Context: an optimization exercise on an open-source flow, tuned for small area, a short achievable clock period and few clock cycles per item. The choices shown serve that exercise and are no tape-out recipe. Where RTL was checked, it was by simulation tests only, not by an equivalence proof against the original.

==> module clyde_andxor, before the edit <==
module clyde_andxor (
    input  logic a,
    input  logic b,
    input  logic c,
    output logic y
);
    assign y = (a & b) ^ c;
endmodule
==> module clyde_sbox_col, before the edit <==
module clyde_sbox_col (
    input  logic [3:0] x,
    output logic [3:0] y
);
    clyde_andxor u_y1 (.a(x[0]), .b(x[1]), .c(x[2]), .y(y[1]));
    clyde_andxor u_y0 (.a(x[3]), .b(x[0]), .c(x[1]), .y(y[0]));
    clyde_andxor u_y3 (.a(y[1]), .b(x[3]), .c(x[0]), .y(y[3]));
    clyde_andxor u_y2 (.a(y[0]), .b(y[1]), .c(x[3]), .y(y[2]));
endmodule
export LEC_CHECK = 0
export CAP_MARGIN = 20
export CORE_MARGIN = 2
export CORE_UTILIZATION = 40
export SLEW_MARGIN = 20
export SYNTH_HIERARCHICAL = 1
create_clock -name core_clock -period 6.0 [get_ports {clk}]
standard.sh (not shown) runs the stock make flow with config.mk's settings and CLKGATE_MAP_FILE= SYNTH_SCRIPT=/design/flow/synth_recipe.tcl, a recipe that flattens the netlist after the stock synthesis.
==> flow/flow/run.sh <==
#!/bin/bash
# Standard layout, with plain buf_1 cells as the port buffers in place of the
# delay buffers buffer_ports picks by default. Every port still gets a buffer.
set -euo pipefail
export BUFFER_PORTS_ARGS="-buffer_cell sky130_fd_sc_hd__buf_1"
bash standard.sh > standard_flow.log 2>&1
Testbench counts at the start, summed over its fixed seeds: cycles 1,800, blocks 256.
Next try:
--- a/flow/design.v
+++ b/flow/design.v
@@ -34,26 +34,18 @@
     end
 endmodule
 `default_nettype wire
 `timescale 1ns/1ps
 `default_nettype none
-module clyde_andxor (
-    input  logic a,
-    input  logic b,
-    input  logic c,
-    output logic y
-);
-    assign y = (a & b) ^ c;
-endmodule
 module clyde_sbox_col (
     input  logic [3:0] x,
     output logic [3:0] y
 );
-    clyde_andxor u_y1 (.a(x[0]), .b(x[1]), .c(x[2]), .y(y[1]));
-    clyde_andxor u_y0 (.a(x[3]), .b(x[0]), .c(x[1]), .y(y[0]));
-    clyde_andxor u_y3 (.a(y[1]), .b(x[3]), .c(x[0]), .y(y[3]));
-    clyde_andxor u_y2 (.a(y[0]), .b(y[1]), .c(x[3]), .y(y[2]));
+    assign y[1] = (x[0] & x[1]) ^ x[2];
+    assign y[0] = (x[3] & x[0]) ^ x[1];
+    assign y[3] = (y[1] & x[3]) ^ x[0];
+    assign y[2] = (y[0] & y[1]) ^ x[3];
 endmodule
 module clyde_sbox_layer (
     input  logic [127:0] state_in,
     output logic [127:0] state_out
 );
Effect: Via count goes up by about 25%. Wire length climbs by 14%. Non-clock buffer count came out higher by 1. Count of clock-buffer cells in the layout increases by 8. Setup slack improves by 410 ps. Die area grows by 11%. First-iteration DRC count is higher by 33%. Hold slack gains 41 ps. Synthesized cell count went up by about 22%. Flip-flop and latch count stays the same.
Only the layout flow was run in the second run of this note; the RTL was not checked for function there.

---

## PW
The RTL this note starts from:
==> flow/design.v <==
`timescale 1ns/1ps
`default_nettype none
module clyde_ctrl (
    input  logic       clk,
    input  logic       arst_n,
    input  logic       start,
    output logic       busy,
    output logic       idle,
    output logic       done,
    output logic       cmd_load,
    output logic [3:0] w_even,
    output logic [3:0] w_odd
);
    localparam logic [3:0] W_INIT = 4'b0001;
    localparam logic [3:0] W_LAST = 4'b1100;
    logic [3:0] w_q;
    logic       last_step;
    logic [3:0] w_after;
    assign w_even    = w_q;
    assign w_odd     = {w_q[2:0], w_q[3] ^ w_q[0]};
    assign w_after   = {w_odd[2:0], w_odd[3] ^ w_odd[0]};
    assign idle      = ~busy;
    assign cmd_load  = start & idle;
    assign last_step = (w_q == W_LAST);
    always_ff @(posedge clk) begin
        w_q <= busy ? w_after : W_INIT;
    end
    always_ff @(posedge clk or negedge arst_n) begin
        if (!arst_n) begin
            busy <= 1'b0;
            done <= 1'b0;
        end else begin
            done <= busy & last_step;
            busy <= cmd_load | (busy & ~last_step);
        end
    end
endmodule
`default_nettype wire
`timescale 1ns/1ps
`default_nettype none
module clyde_andxor (
    input  logic a,
    input  logic b,
    input  logic c,
    output logic y
);
    assign y = (a & b) ^ c;
endmodule
module clyde_sbox_col (
    input  logic [3:0] x,
    output logic [3:0] y
);
    clyde_andxor u_y1 (.a(x[0]), .b(x[1]), .c(x[2]), .y(y[1]));
    clyde_andxor u_y0 (.a(x[3]), .b(x[0]), .c(x[1]), .y(y[0]));
    clyde_andxor u_y3 (.a(y[1]), .b(x[3]), .c(x[0]), .y(y[3]));
    clyde_andxor u_y2 (.a(y[0]), .b(y[1]), .c(x[3]), .y(y[2]));
endmodule
module clyde_sbox_col_late (
    input  logic [3:0] x,
    output logic [3:0] y
);
    logic n01;
    logic m11;
    clyde_andxor u_y1 (.a(x[0]), .b(x[1]), .c(x[2]), .y(y[1]));
    clyde_andxor u_y0 (.a(x[3]), .b(x[0]), .c(x[1]), .y(y[0]));
    clyde_andxor u_y3 (.a(y[1]), .b(x[3]), .c(x[0]), .y(y[3]));
    assign n01 = ~(x[0] & y[1]);
    assign m11 = x[1] & y[1];
    clyde_andxor u_y2 (.a(x[3]), .b(n01), .c(m11), .y(y[2]));
endmodule
module clyde_sbox_layer #(
    parameter bit LATE_X3 = 1'b0
) (
    input  logic [127:0] state_in,
    output logic [127:0] state_out
);
    for (genvar c = 0; c < 32; c++) begin : g_col
        if (LATE_X3) begin : g_late
            clyde_sbox_col_late u_col (
                .x ({state_in[96+c], state_in[64+c], state_in[32+c], state_in[c]}),
                .y ({state_out[96+c], state_out[64+c], state_out[32+c], state_out[c]})
            );
        end else begin : g_std
            clyde_sbox_col u_col (
                .x ({state_in[96+c], state_in[64+c], state_in[32+c], state_in[c]}),
                .y ({state_out[96+c], state_out[64+c], state_out[32+c], state_out[c]})
            );
        end
    end
endmodule
`default_nettype wire
`timescale 1ns/1ps
`default_nettype none
module clyde_lbox_layer (
    input  logic [127:0] state_in,
    input  logic [3:0]   w_value,
    output logic [127:0] state_out
);
    localparam int LB_ROT_A = 12;
    localparam int LB_ROT_B = 3;
    logic [31:0] r0, r1, r2, r3;
    logic [31:0] x_new0, y_new0, x_new1, y_new1;
    assign r0 = state_in[31:0];
    assign r1 = state_in[63:32];
    assign r2 = state_in[95:64];
    assign r3 = state_in[127:96];
    assign x_new0 = r0 ^ {r1[LB_ROT_A-1:0], r1[31:LB_ROT_A]};
    assign x_new1 = r2 ^ {r3[LB_ROT_A-1:0], r3[31:LB_ROT_A]};
    assign y_new0 = r1 ^ {x_new0[LB_ROT_B-1:0], x_new0[31:LB_ROT_B]};
    assign y_new1 = r3 ^ {x_new1[LB_ROT_B-1:0], x_new1[31:LB_ROT_B]};
    assign state_out = {y_new1[31:1], y_new1[0] ^ w_value[3],
                        x_new1[31:1], x_new1[0] ^ w_value[2],
                        y_new0[31:1], y_new0[0] ^ w_value[1],
                        x_new0[31:1], x_new0[0] ^ w_value[0]};
endmodule
`default_nettype wire
`default_nettype none
module clyde_lbox_x (
    input  logic [127:0] state_in,
    output logic [31:0]  x_new0,
    output logic [31:0]  x_new1
);
    localparam int LB_ROT_A = 12;
    logic [31:0] r0, r1, r2, r3;
    assign r0 = state_in[31:0];
    assign r1 = state_in[63:32];
    assign r2 = state_in[95:64];
    assign r3 = state_in[127:96];
    assign x_new0 = r0 ^ {r1[LB_ROT_A-1:0], r1[31:LB_ROT_A]};
    assign x_new1 = r2 ^ {r3[LB_ROT_A-1:0], r3[31:LB_ROT_A]};
endmodule
`default_nettype wire
`timescale 1ns/1ps
`default_nettype none
module clyde_tweakey (
    input  logic         clk,
    input  logic         busy,
    input  logic         idle,
    input  logic [3:0]   w_value,
    input  logic [127:0] tweak,
    input  logic [127:0] key,
    output logic [127:0] tk_value
);
    logic [127:0] tweak_q;
    logic [127:0] tweak_d;
    assign tweak_d = ({128{busy}} & {tweak_q[63:0], tweak_q[63:0] ^ tweak_q[127:64]})
                   | ({128{idle}} & tweak);
    always_ff @(posedge clk) begin
        tweak_q <= tweak_d;
    end
    assign tk_value = key ^ tweak_d ^ {{31'd0, busy & w_value[3]}, {31'd0, busy & w_value[2]},
                                       {31'd0, busy & w_value[1]}, {31'd0, busy & w_value[0]}};
endmodule
`default_nettype wire
`timescale 1ns/1ps
`default_nettype none
module clyde_datapath (
    input  logic         clk,
    input  logic [127:0] data_in,
    input  logic [127:0] key,
    input  logic [127:0] tweak,
    input  logic         busy,
    input  logic         idle,
    input  logic         cmd_load,
    input  logic [3:0]   w_even,
    input  logic [3:0]   w_odd,
    output logic [127:0] data_out
);
    logic [127:0] state_q;
    logic [127:0] state_d;
    logic [127:0] sbox_a, lbox_a, sbox_b;
    logic [31:0]  x_new0, x_new1;
    logic [127:0] sel_d;
    logic [127:0] part_d;
    logic [63:0]  y_mix;
    logic [127:0] tk_value;
    clyde_sbox_layer u_sbox_a (.state_in(state_q), .state_out(sbox_a));
    clyde_lbox_layer u_lbox_a (.state_in(sbox_a), .w_value(w_even), .state_out(lbox_a));
    clyde_sbox_layer #(.LATE_X3(1'b1)) u_sbox_b (.state_in(lbox_a), .state_out(sbox_b));
    clyde_lbox_x     u_lbox_b (.state_in(sbox_b), .x_new0(x_new0), .x_new1(x_new1));
    clyde_tweakey u_tweakey (
        .clk      (clk),
        .busy     (busy),
        .idle     (idle),
        .w_value  (w_odd),
        .tweak    (tweak),
        .key      (key),
        .tk_value (tk_value)
    );
    assign sel_d  = {sbox_b[127:96], x_new1, sbox_b[63:32], x_new0};
    assign part_d = (({128{busy}} & sel_d) | ({128{idle}} & data_in)) ^ tk_value;
    assign y_mix = {x_new1[2:0], x_new1[31:3], x_new0[2:0], x_new0[31:3]};
    assign state_d[31:0]   = part_d[31:0];
    assign state_d[95:64]  = part_d[95:64];
    for (genvar i = 0; i < 32; i++) begin : g_ymix
        clyde_andxor u_y0 (.a(busy), .b(y_mix[i]),    .c(part_d[32+i]), .y(state_d[32+i]));
        clyde_andxor u_y1 (.a(busy), .b(y_mix[32+i]), .c(part_d[96+i]), .y(state_d[96+i]));
    end
    always_ff @(posedge clk) begin
        if (busy | cmd_load) begin
            state_q <= state_d;
        end
    end
    assign data_out = state_q;
endmodule
`default_nettype wire
`timescale 1ns/1ps
`default_nettype none
module clyde_top (
    input  logic         clk,
    input  logic         arst_n,
    input  logic         start,
    input  logic [127:0] data_in,
    input  logic [127:0] key,
    input  logic [127:0] tweak,
    output logic [127:0] data_out,
    output logic         busy,
    output logic         done
);
    logic       cmd_load;
    logic       idle;
    logic [3:0] w_even;
    logic [3:0] w_odd;
    clyde_ctrl u_ctrl (
        .clk      (clk),
        .arst_n   (arst_n),
        .start    (start),
        .busy     (busy),
        .idle     (idle),
        .done     (done),
        .cmd_load (cmd_load),
        .w_even   (w_even),
        .w_odd    (w_odd)
    );
    clyde_datapath u_datapath (
        .clk      (clk),
        .data_in  (data_in),
        .key      (key),
        .tweak    (tweak),
        .busy     (busy),
        .idle     (idle),
        .cmd_load (cmd_load),
        .w_even   (w_even),
        .w_odd    (w_odd),
        .data_out (data_out)
    );
endmodule
`default_nettype wire
Settings: LEC_CHECK=0, CAP_MARGIN=20, CORE_MARGIN=2, CORE_UTILIZATION=50, SETUP_SLACK_MARGIN=2.5, SLEW_MARGIN=20, SYNTH_HIERARCHICAL=1; clock period 6.0 ns.
==> flow/flow/run.sh <==
#!/bin/bash
# Standard layout, with plain buf_1 cells as the port buffers in place of the
# delay buffers buffer_ports picks by default (every port still gets a
# buffer), and a clock tree built from mid-size clock buffers without
# dummy loads.
set -euo pipefail
export BUFFER_PORTS_ARGS="-buffer_cell sky130_fd_sc_hd__buf_1"
export CTS_ARGS="-sink_clustering_enable -repair_clock_nets -dont_use_dummy_load -buf_list {sky130_fd_sc_hd__clkbuf_4 sky130_fd_sc_hd__clkbuf_8}"
bash standard.sh > standard_flow.log 2>&1
Testbench counts of PW, summed over its fixed seeds: cycles 1,800, blocks 256.
## Diff of input files: MS against PW
diff --git a/flow/design.v b/flow/design.v
--- a/flow/design.v
+++ b/flow/design.v
@@ -56,35 +56,13 @@
     clyde_andxor u_y2 (.a(y[0]), .b(y[1]), .c(x[3]), .y(y[2]));
 endmodule
-module clyde_sbox_col_late (
-    input  logic [3:0] x,
-    output logic [3:0] y
-);
-    logic n01;
-    logic m11;
-    clyde_andxor u_y1 (.a(x[0]), .b(x[1]), .c(x[2]), .y(y[1]));
-    clyde_andxor u_y0 (.a(x[3]), .b(x[0]), .c(x[1]), .y(y[0]));
-    clyde_andxor u_y3 (.a(y[1]), .b(x[3]), .c(x[0]), .y(y[3]));
-    assign n01 = ~(x[0] & y[1]);
-    assign m11 = x[1] & y[1];
-    clyde_andxor u_y2 (.a(x[3]), .b(n01), .c(m11), .y(y[2]));
-endmodule
-module clyde_sbox_layer #(
-    parameter bit LATE_X3 = 1'b0
-) (
+module clyde_sbox_layer (
     input  logic [127:0] state_in,
     output logic [127:0] state_out
 );
     for (genvar c = 0; c < 32; c++) begin : g_col
-        if (LATE_X3) begin : g_late
-            clyde_sbox_col_late u_col (
-                .x ({state_in[96+c], state_in[64+c], state_in[32+c], state_in[c]}),
-                .y ({state_out[96+c], state_out[64+c], state_out[32+c], state_out[c]})
-            );
-        end else begin : g_std
-            clyde_sbox_col u_col (
-                .x ({state_in[96+c], state_in[64+c], state_in[32+c], state_in[c]}),
-                .y ({state_out[96+c], state_out[64+c], state_out[32+c], state_out[c]})
-            );
-        end
+        clyde_sbox_col u_col (
+            .x ({state_in[96+c], state_in[64+c], state_in[32+c], state_in[c]}),
+            .y ({state_out[96+c], state_out[64+c], state_out[32+c], state_out[c]})
+        );
     end
 endmodule
@@ -177,5 +155,5 @@
     clyde_sbox_layer u_sbox_a (.state_in(state_q), .state_out(sbox_a));
     clyde_lbox_layer u_lbox_a (.state_in(sbox_a), .w_value(w_even), .state_out(lbox_a));
-    clyde_sbox_layer #(.LATE_X3(1'b1)) u_sbox_b (.state_in(lbox_a), .state_out(sbox_b));
+    clyde_sbox_layer u_sbox_b (.state_in(lbox_a), .state_out(sbox_b));
     clyde_lbox_x     u_lbox_b (.state_in(sbox_b), .x_new0(x_new0), .x_new1(x_new1));
     clyde_tweakey u_tweakey (
--- outcome ---
- Wire length of the first global-routing pass: MS better than PW
- Sort MS and PW by top fanout value on the critical path desc -> top: PW
- Compared MS vs PW, and first-iteration DRC count is down in MS.
- The run showing the greater portion of the post-synthesis area used by sequential elements is MS.
- Diff PW -> MS | multi-input gate area in the final layout | up slightly
Testbench counts of MS, summed over its fixed seeds: cycles 1,800, blocks 256.

afterwards: timing with drivers on the ports:
Ports are ideal in the flow. The routed layouts listed here were re-timed in OpenROAD. Step 1 assumes that a clkbuf_16 drives the clock port and a buf_2 every other input. Step 2 times the ports against the registers' clock, not the clock port: input delays grow and output delays shrink by t, the midpoint of the rising clock arrivals with the driver on. a / b / c = ideal ports / drivers / drivers and shift; a / b = the first two.
run | shift t [ns] | setup slack, ns | worst data-port slew with drivers (ns)
the first run of note 1 | 0.633 | 1.656 / 1.656 / 1.656 | 0.11
the second run of note 1 | 0.618 | 2.069 / 2.069 / 2.069 | 0.12
PW | 0.660 | 2.579 / 2.579 / 2.579 | 0.11
MS | 0.651 | 2.546 / 2.546 / 2.546 | 0.13
After both steps setup and hold are still met in every run listed.
